Background: an optimization exercise with open tools, aiming at small area. Do not read the settings as production practice. Function was checked by simulation only, so behaviour that the tests miss may differ from the original. No activity file was given, so power comes from the tool's default toggle rates.

==> design.v <==
`default_nettype none
package rv_pkg;
  typedef logic [31:0] instr;     
  typedef logic [4:0]  reg_idx;
  typedef logic [31:0] gpreg;     
  typedef enum logic [3:0] {
    INSTR_LOAD,
    INSTR_MISC_MEM,
    INSTR_OP_IMM,
    INSTR_AUIPC,
    INSTR_STORE,
    INSTR_OP,
    INSTR_LUI,
    INSTR_BRANCH,
    INSTR_JALR,
    INSTR_JAL,
    INSTR_SYSTEM,
    INSTR_INVAL
  } instr_op;
  typedef enum logic [2:0] {
    INSTR_R,
    INSTR_I,
    INSTR_S,
    INSTR_B,
    INSTR_U,
    INSTR_J
  } instr_fmt;
  typedef struct packed {
    instr_op     op;
    reg_idx      rs1;
    reg_idx      rs2;
    reg_idx      rd;
    gpreg        imm;       
    logic [2:0]  funct3;
    gpreg        rs1_val;
    gpreg        rs2_val;
  } decoded_instr;
endpackage
`default_nettype wire
`default_nettype none
`timescale 1ns/10ps
module fetch_queue (
  input  logic         clk,
  input  logic         rst_n,
  input  logic         flush,
  input  logic         instr_valid,
  output logic         instr_ready,
  input  rv_pkg::instr instr,
  output logic         fq_valid,
  input  logic         fq_ready,
  output rv_pkg::instr fq_instr
);
  localparam int PTR_W = (2 > 1) ? $clog2(2) : 1;
  localparam int CNT_W = $clog2(2 + 1);
  rv_pkg::instr     mem [2];
  logic [PTR_W-1:0] wr_ptr;
  logic [PTR_W-1:0] rd_ptr;
  logic [CNT_W-1:0] count;
  logic             push;
  logic             pop;
  function automatic logic [PTR_W-1:0] next_ptr(input logic [PTR_W-1:0] ptr);
    if (ptr == PTR_W'(2 - 1))
      next_ptr = '0;
    else
      next_ptr = ptr + 1'b1;
  endfunction
  assign instr_ready = (count != CNT_W'(2)) && !flush;
  assign fq_valid    = (count != '0);
  assign fq_instr    = mem[rd_ptr];   
  assign push = instr_valid && instr_ready;
  assign pop  = fq_valid && fq_ready;
  always_ff @(posedge clk) begin
    if (!rst_n || flush) begin
      wr_ptr <= '0;
      rd_ptr <= '0;
      count  <= '0;
    end else begin
      if (push)
        wr_ptr <= next_ptr(wr_ptr);
      if (pop)
        rd_ptr <= next_ptr(rd_ptr);
      case ({push, pop})
        2'b10:   count <= count + 1'b1;
        2'b01:   count <= count - 1'b1;
        default: count <= count;   
      endcase
    end
  end
  always_ff @(posedge clk) begin
    if (push)
      mem[wr_ptr] <= instr;
  end
endmodule
`default_nettype wire
`default_nettype none
`timescale 1ns/10ps
module instr_decode (
  input  logic                 fetch_valid,
  output logic                 fetch_ready,
  input  rv_pkg::instr         fetch_instr,
  output rv_pkg::reg_idx       rf_rs_idx0,
  output rv_pkg::reg_idx       rf_rs_idx1,
  input  rv_pkg::gpreg         rf_rs_val0,
  input  rv_pkg::gpreg         rf_rs_val1,
  output logic                 dec_valid,
  input  logic                 dec_ready,
  output rv_pkg::decoded_instr dec
);
  rv_pkg::instr_op  op;
  rv_pkg::instr_fmt fmt;
  logic             has_rs1;
  logic             has_rs2;
  logic             has_rd;
  logic             sign_bit;
  rv_pkg::reg_idx   rs1;
  rv_pkg::reg_idx   rs2;
  rv_pkg::reg_idx   rd;
  rv_pkg::gpreg     imm;
  assign dec_valid   = fetch_valid;
  assign fetch_ready = dec_ready;
  always_comb begin
    op  = rv_pkg::INSTR_INVAL;
    fmt = rv_pkg::INSTR_I;   
    if (fetch_instr[1:0] == 2'b11) begin   
      case (fetch_instr[6:2])
        5'b00000: begin
          op  = rv_pkg::INSTR_LOAD;
          fmt = rv_pkg::INSTR_I;
        end
        5'b00011: begin
          op  = rv_pkg::INSTR_MISC_MEM;   
          fmt = rv_pkg::INSTR_I;
        end
        5'b00100: begin
          op  = rv_pkg::INSTR_OP_IMM;
          fmt = rv_pkg::INSTR_I;
        end
        5'b00101: begin
          op  = rv_pkg::INSTR_AUIPC;
          fmt = rv_pkg::INSTR_U;
        end
        5'b01000: begin
          op  = rv_pkg::INSTR_STORE;
          fmt = rv_pkg::INSTR_S;
        end
        5'b01100: begin
          op  = rv_pkg::INSTR_OP;
          fmt = rv_pkg::INSTR_R;
        end
        5'b01101: begin
          op  = rv_pkg::INSTR_LUI;
          fmt = rv_pkg::INSTR_U;
        end
        5'b11000: begin
          op  = rv_pkg::INSTR_BRANCH;
          fmt = rv_pkg::INSTR_B;
        end
        5'b11001: begin
          op  = rv_pkg::INSTR_JALR;
          fmt = rv_pkg::INSTR_I;
        end
        5'b11011: begin
          op  = rv_pkg::INSTR_JAL;
          fmt = rv_pkg::INSTR_J;
        end
        5'b11100: begin
          op  = rv_pkg::INSTR_SYSTEM;
          fmt = rv_pkg::INSTR_I;
        end
        default: begin
          op  = rv_pkg::INSTR_INVAL;
          fmt = rv_pkg::INSTR_I;
        end
      endcase
    end
  end
  assign has_rs1 = (fmt != rv_pkg::INSTR_U) && (fmt != rv_pkg::INSTR_J);
  assign has_rs2 = has_rs1 && (fmt != rv_pkg::INSTR_I);
  assign has_rd  = (fmt != rv_pkg::INSTR_S) && (fmt != rv_pkg::INSTR_B);
  assign rs1 = has_rs1 ? fetch_instr[19:15] : '0;
  assign rs2 = has_rs2 ? fetch_instr[24:20] : '0;
  assign rd  = has_rd  ? fetch_instr[11:7]  : '0;
  assign sign_bit = fetch_instr[31];
  always_comb begin
    case (fmt)
      rv_pkg::INSTR_I, rv_pkg::INSTR_R:
        imm = {{20{sign_bit}}, fetch_instr[31:20]};
      rv_pkg::INSTR_S:
        imm = {{20{sign_bit}}, fetch_instr[31:25], fetch_instr[11:7]};
      rv_pkg::INSTR_B:
        imm = {{20{sign_bit}}, fetch_instr[7], fetch_instr[30:25],
               fetch_instr[11:8], 1'b0};
      rv_pkg::INSTR_U:
        imm = {fetch_instr[31:12], 12'b0};
      rv_pkg::INSTR_J:
        imm = {{12{sign_bit}}, fetch_instr[19:12], fetch_instr[20],
               fetch_instr[30:21], 1'b0};
      default:
        imm = '0;
    endcase
  end
  assign rf_rs_idx0 = rs1;
  assign rf_rs_idx1 = rs2;
  always_comb begin
    dec.op      = op;
    dec.rs1     = rs1;
    dec.rs2     = rs2;
    dec.rd      = rd;
    dec.imm     = imm;
    dec.funct3  = fetch_instr[14:12];
    dec.rs1_val = rf_rs_val0;
    dec.rs2_val = rf_rs_val1;
  end
endmodule
`default_nettype wire
`default_nettype none
`timescale 1ns/10ps
module reg_file (
  input  logic           clk,
  input  logic           rst_n,
  input  rv_pkg::reg_idx rf_rs_idx0,
  input  rv_pkg::reg_idx rf_rs_idx1,
  output rv_pkg::gpreg   rf_rs_val0,
  output rv_pkg::gpreg   rf_rs_val1,
  input  logic           wb_en,
  input  rv_pkg::reg_idx wb_rd,
  input  rv_pkg::gpreg   wb_data
);
  rv_pkg::gpreg regs [32];
  function automatic rv_pkg::gpreg read_port(input rv_pkg::reg_idx idx);
    if (wb_en && (wb_rd != '0) && (wb_rd == idx))
      read_port = wb_data;
    else
      read_port = regs[idx];
  endfunction
  always_comb begin
    rf_rs_val0 = read_port(rf_rs_idx0);
    rf_rs_val1 = read_port(rf_rs_idx1);
  end
  always_ff @(posedge clk) begin
    if (!rst_n) begin
      for (int i = 0; i < 32; i++)
        regs[i] <= '0;
    end else if (wb_en && (wb_rd != '0)) begin   
      regs[wb_rd] <= wb_data;
    end
  end
endmodule
`default_nettype wire
`default_nettype none
`timescale 1ns/10ps
module decode_out_reg (
  input  logic                 clk,
  input  logic                 rst_n,
  input  logic                 flush,
  input  logic                 dec_valid,
  output logic                 dec_ready,
  input  rv_pkg::decoded_instr dec,
  output logic                 out_valid,
  input  logic                 out_ready,
  output rv_pkg::decoded_instr out_data
);
  logic load;
  assign dec_ready = !out_valid || out_ready;
  assign load      = dec_valid && dec_ready;
  always_ff @(posedge clk) begin
    if (!rst_n || flush)
      out_valid <= 1'b0;
    else if (load)
      out_valid <= 1'b1;
    else if (out_ready)
      out_valid <= 1'b0;   
  end
  always_ff @(posedge clk) begin
    if (load)
      out_data <= dec;
  end
endmodule
`default_nettype wire
`default_nettype none
`timescale 1ns/10ps
module rv_decode_top (
  input  logic                             clk,
  input  logic                             rst_n,
  input  logic                             flush,
  input  logic                             instr_valid,
  output logic                             instr_ready,
  input  logic [32-1:0]              instr,
  input  logic                             wb_en,
  input  logic [$clog2(32)-1:0]  wb_rd,
  input  logic [32-1:0]              wb_data,
  output logic                             out_valid,
  input  logic                             out_ready,
  output rv_pkg::instr_op                  out_op,
  output logic [$clog2(32)-1:0]  out_rs1,
  output logic [$clog2(32)-1:0]  out_rs2,
  output logic [$clog2(32)-1:0]  out_rd,
  output logic [32-1:0]              out_imm,
  output logic [2:0]                       out_funct3,
  output logic [32-1:0]              out_rs1_val,
  output logic [32-1:0]              out_rs2_val
);
  logic                 fq_valid;
  logic                 fq_ready;
  rv_pkg::instr         fq_instr;
  logic                 dec_valid;
  logic                 dec_ready;
  rv_pkg::decoded_instr dec;
  rv_pkg::decoded_instr out_data;
  rv_pkg::reg_idx       rf_rs_idx0;
  rv_pkg::reg_idx       rf_rs_idx1;
  rv_pkg::gpreg         rf_rs_val0;
  rv_pkg::gpreg         rf_rs_val1;
  fetch_queue i_fetch_queue (
    .clk         (clk),
    .rst_n       (rst_n),
    .flush       (flush),
    .instr_valid (instr_valid),
    .instr_ready (instr_ready),
    .instr       (instr),
    .fq_valid    (fq_valid),
    .fq_ready    (fq_ready),
    .fq_instr    (fq_instr)
  );
  instr_decode i_instr_decode (
    .fetch_valid (fq_valid),
    .fetch_ready (fq_ready),
    .fetch_instr (fq_instr),
    .rf_rs_idx0  (rf_rs_idx0),
    .rf_rs_idx1  (rf_rs_idx1),
    .rf_rs_val0  (rf_rs_val0),
    .rf_rs_val1  (rf_rs_val1),
    .dec_valid   (dec_valid),
    .dec_ready   (dec_ready),
    .dec         (dec)
  );
  reg_file i_reg_file (
    .clk     (clk),
    .rst_n   (rst_n),
    .rf_rs_idx0 (rf_rs_idx0),
    .rf_rs_idx1 (rf_rs_idx1),
    .rf_rs_val0 (rf_rs_val0),
    .rf_rs_val1 (rf_rs_val1),
    .wb_en   (wb_en),
    .wb_rd   (wb_rd),
    .wb_data (wb_data)
  );
  decode_out_reg i_decode_out_reg (
    .clk       (clk),
    .rst_n     (rst_n),
    .flush     (flush),
    .dec_valid (dec_valid),
    .dec_ready (dec_ready),
    .dec       (dec),
    .out_valid (out_valid),
    .out_ready (out_ready),
    .out_data  (out_data)
  );
  assign out_op      = out_data.op;
  assign out_rs1     = out_data.rs1;
  assign out_rs2     = out_data.rs2;
  assign out_rd      = out_data.rd;
  assign out_imm     = out_data.imm;
  assign out_funct3  = out_data.funct3;
  assign out_rs1_val = out_data.rs1_val;
  assign out_rs2_val = out_data.rs2_val;
endmodule
`default_nettype wire
==> run.sh <==
#!/bin/bash
# synth_recipe.tcl (not shown) runs the flow's synth.tcl, then flattens the netlist and writes it again
# the make line also repeats each setting of config.mk as NAME=value (left out here)
make -C /OpenROAD-flow-scripts/flow DESIGN_CONFIG=/design/flow/config.mk WORK_HOME=/design/flow/orfs CLKGATE_MAP_FILE= SYNTH_SCRIPT=/design/flow/synth_recipe.tcl finish
==> config.mk <==
export PLATFORM = sky130hd
export DESIGN_NAME = rv_decode_top
export DESIGN_NICKNAME = rv_decode_top
export VERILOG_FILES = /design/flow/design.v
export SDC_FILE = /design/flow/constraint.sdc
export NUM_CORES = 4
export LEC_CHECK = 0
export CAP_MARGIN = 20
export CORE_MARGIN = 2
export CORE_UTILIZATION = 40
export SLEW_MARGIN = 20
==> constraint.sdc <==
create_clock -name core_clock -period 5.0 [get_ports {clk}]
set_input_delay 1.0000 -clock core_clock [delete_from_list [all_inputs] [get_ports {clk}]]
set_output_delay 1.0000 -clock core_clock [all_outputs]
set_load 0.01 [all_outputs]
==> results by group <==
Status
  – Status: no timing/DRC/antenna violations

Synth
  – Most frequent cell after synthesis: edfxtp_1
  – Register area share after synthesis: a little under three fifths
  – Distinct cell type count after synthesis: 87
  – Post-synth EDFFs: around 1200
  – Top cell type's share of synthesized area: about 57%
  – Area leader, netlist: edfxtp_1
  – FFs w/ async S/R, synth: 0%
  – Main synth FF type: edfxtp_1
  – Synthesized flop and latch total: 1212
  – Post-synth top cells: edfxtp_1 (1206), and2_1 (993), nand2_1 (743)
  – Syn. warnings: 4
  – Avg Cell Area, Syn: 10.4 sq um
  – Syn Inst Count: between 6000 and 7000
  – Mapped Area: between 60000 and 70000 sq um
  – Top cells by area, synth: edfxtp_1 (57%), and2_1 (9.8%), nand2_1 (4.4%)

Worst setup path
  – Worst EP arrival: around 5.3 ns
  – Delay-heaviest family, CP: compound AO/OA/AOI/OAI gates
  – WP buf/inv: 3
  – Worst setup EP type: flop
  – Worst Path Required: 5.55 ns
  – Reg2Reg Depth: 13
  – Setup crit start kind: flop
  – Critical path depth in cells: 13
  – WS Path Type: reg -> reg
  – Crit path to: i_decode_out_reg.out_data[31]
  – Worst path cell trace: mux2i_1 > ha_1 > a21oi_1 > a221o_1 > a21oi_4 > o211ai_4 > clkinv_2 > buf_4 > buf_4 > a31oi_1 > o21ai_0 > a31oi_1 > a22o_1
  – Critical Path Fanout Max: 50
  – Reg2Reg Capture Point: i_decode_out_reg.out_data[31]
  – R2R setup slack: 0.27 ns
  – Worst path max stage delay: 0.63 ns
  – Slowest cell on crit path: buf_4

Detailed routing
  – Via density: 6.33
  – Routed len/inst: 30.5 microns
  – DRT iter0 DRCs: 7637
  – Post-route antenna net violation count: 0
  – Routed wire length: 253000 microns
  – Vias after detailed routing: about 52000
  – DRC: 0
  – DRT Pass-1 Iters: 6

Floorplan
  – Die width: 403 microns
  – I/O Pins: 195
  – Core Box Area: 158000 sq um
  – Starting density of the core: 40.2%
  – Num rows: about 150
  – Die Y-Extent: approximately 400 microns
  – Full die area: 162000 sq um

STA
  – Fin. max-slew vios: 0
  – Endpoints failing setup: 0
  – Max Clock Freq: 211 MHz
  – RSZ-0062 raised after global routing: false
  – Clock period minus worst slack: 4.73 ns
  – Final Hold Fails: 0
  – Slew of the pin with the lowest slew margin: 1.19 ns
  – Sum of negative setup slack: 0 ns
  – Relative slew margins: 20.6%
  – Clk_skew: 0.0336 ns
  – Final period util: 94.6%
  – Worst hold slack: 0.513 ns

CTS
  – CTS clk-pin slew, worst paths: 0.06 ns
  – CTS tree: yes
  – CTS root buffer: clkbuf_16
  – Post-CTS setup buffer count: 0
  – Clock buffer depth: 3
  – Clock latency (worst-skew pair): ~0.8 ns
  – Clock Sinks: 1212
  – Num CTS Buffers: 137
  – Htree depth: 4

Cells and area
  – Layout Nets: 6175
  – Layout area overhead: 14.8%
  – Fraction of layout cells with a size suffix above 1: 10.4%
  – Finished Cell Area: 73000 sq um
  – # diodes: 0
  – Fillers: between 10000 and 15000

Power
  – P_int: about 18000 uW
  – Clock group share of total power: 39.8%
  – Worst VDD drop: 0.000354 V
  – Pwr Density: 346 nW/um^2
  – Flop pwr share: 47.9%
  – Total power: 25300 uW
  – Switching part of the total power: 26.9%
  – LEAKAGE: ~0.025 uW
  – Logic pwr share: 12.3%
  – NetSw: 6800 uW

Place
  – Input/output buffers: slightly below 200
  – Placed inst area: approximately 69000 sq um
  – Final RePlAce weighted congestion: about 0.91
  – Hpwl dp: 153000 microns

GRT
  – Total GRT Usage: 30.5%
  – First-pass GRT wire length: 360000 microns
  – Met2 global-route usage: a little under half
  – Grt ovf: 0
  – Antenna violations before repair: 3
  – Met1 Use GR: 41.4%
  – Routing usage on met3: 5.91%
  – Largest net degree at the start of global routing: 134
  – Number of global-route vias before repair: 50039
  – Grt peak-use layer: met2

Hold path
  – Hold/Removal Path Class: reg -> reg
  – HP Start: i_fetch_queue.rd_ptr

Flow run
  – Max-cap viol count: 0
==> tightest hold or removal path, cell delays in order (launching register included) <==
cell and delay, ns:
dfxtp_1 0.32, xnor2_1 0.08, nor2_1 0.08
==> timing repair <==
action                                 4_1_cts  5_1_grt
endpoints found under the hold margin        0        0
setup endpoints to repair                    0        1
resized for setup                            0        2
hold buffers                                 0        0
==> stage by stage <==
stage	utilization [%]	instances	setup WS, ns
floorplan	-	6139	0.341
global placement	43.4	8027	0.365
detailed placement	43.4	8027	0.223
CTS	46.2	8270	0.229
global route	46.2	8271	0.0792
finish	46.2	8271	0.268
==> routing by layer <==
metal,vias up,wire [microns]
met5,-,18
met4,2,16900
met3,719,28800
met2,3866,109000
met1,25629,98000
li1,22100,-
==> power by group through the flow <==
stage          clock network, uW  registers [uW]  logic (uW)
2_1_floorplan                  0           12200        1610
3_3_place_gp                   0           12300        2980
3_5_place_dp                   0           12300        3010
4_1_cts                    10100           12100        3020
5_1_grt                    10500           12200        3220
6_report                   10100           12100        3100
==> kinds of logic (layout without fill, tap and decap cells) <==
family | after synthesis | in the layout | synth area share (%)
DFF | 1212 | 1212 | 57.1
AOI/OAI and AO/OA | 1540 | 1540 | 15.5
and+or+nand+nor | 2545 | 2545 | 19.7
buffers and inverters | 624 | 684 | 3.93
adders and majority gates | 5 | 5 | 0.0983
xor gates and xnor gates | 9 | 9 | 0.124
other | 1 | 32 | 0.00589
muxes | 172 | 172 | 3.46
==> worst min path at each step <==
stage                     cells after the start                   end  slack [ns]
after floorplan                               2                  flop        0.48
after global placement                        2  i_fetch_queue.rd_ptr        0.50
after detailed placement                      2  i_fetch_queue.rd_ptr        0.50
after CTS                                     2  i_fetch_queue.rd_ptr        0.52
after global routing                          2  i_fetch_queue.rd_ptr        0.57
final                                         2  i_fetch_queue.rd_ptr        0.51
==> flip-flops by register name (all words and copies together) (netlist names), named ones only <==
register and count:
i_reg_file.regs 1024, i_decode_out_reg.out_data 118, i_fetch_queue.mem 64, i_fetch_queue.count 2
i_decode_out_reg.out_valid 1, i_fetch_queue.rd_ptr 1, i_fetch_queue.wr_ptr 1
==> cell type report <==
type | instances | area [sq um] | area share, %
multi-input cells | 4303 | 25600 | 35.0
clock buffers | 177 | 3750 | 5.13
well taps | 2072 | 2590 | 3.55
clock inverters | 66 | 582 | 0.797
flip-flops and latches | 1212 | 36300 | 49.8
repair buffers | 426 | 4100 | 5.62
inverters | 15 | 63.8 | 0.0874
==> layout by cell type (no fill, tap or decap), drive strengths merged, types with 6 or more instances in the layout <==
master	netlist	layout
nand3	110	110
o221ai	124	124
nor2	532	532
o2bb2ai	32	32
mux2i	96	96
a2bb2oi	32	32
buf	139	246
or3	33	33
o22a	34	34
a21oi	337	337
xnor2	7	7
a31oi	223	223
o211ai	97	97
edfxtp	1206	1206
mux4	33	33
nor3	103	103
clkdlybuf4s50	0	180
a211o	32	32
inv	14	17
o21ai	386	386
bufinv	0	9
conb	1	32
clkinv	1	51
o22ai	163	163
mux2	43	43
dfxtp	6	6
nand2	743	743
a22o	31	31
and2	993	993
clkbuf	470	177

port drivers added, routing unchanged:
The results above use ideal ports. As a check the final layout listed here was re-extracted and re-timed, cells and wires unchanged. Step 1: set_driving_cell puts a clkbuf_16 on clk and a buf_2 on each other input, an assumption about the parent block. Step 2, shift: input delay + t, output delay - t, t = (earliest + latest rising clock arrival at the registers) / 2. This alone moves slack from input paths to output paths. Slacks: ideal ports / drivers / drivers and shift; pairs: ideal ports / drivers.
shift t [ns]: 0.881
slack for setup (ns): 0.268 / 0.268 / 0.268
hold WS [ns]: 0.513 / 0.513 / 0.513
clock arrival spread, ns: 0.037 / 0.037
cell pins on the clock port's net: 1
After both steps setup and hold are still met in this run. The setup slack of this run moves by 0.000 ns with the drivers and by 0.000 ns with both steps.
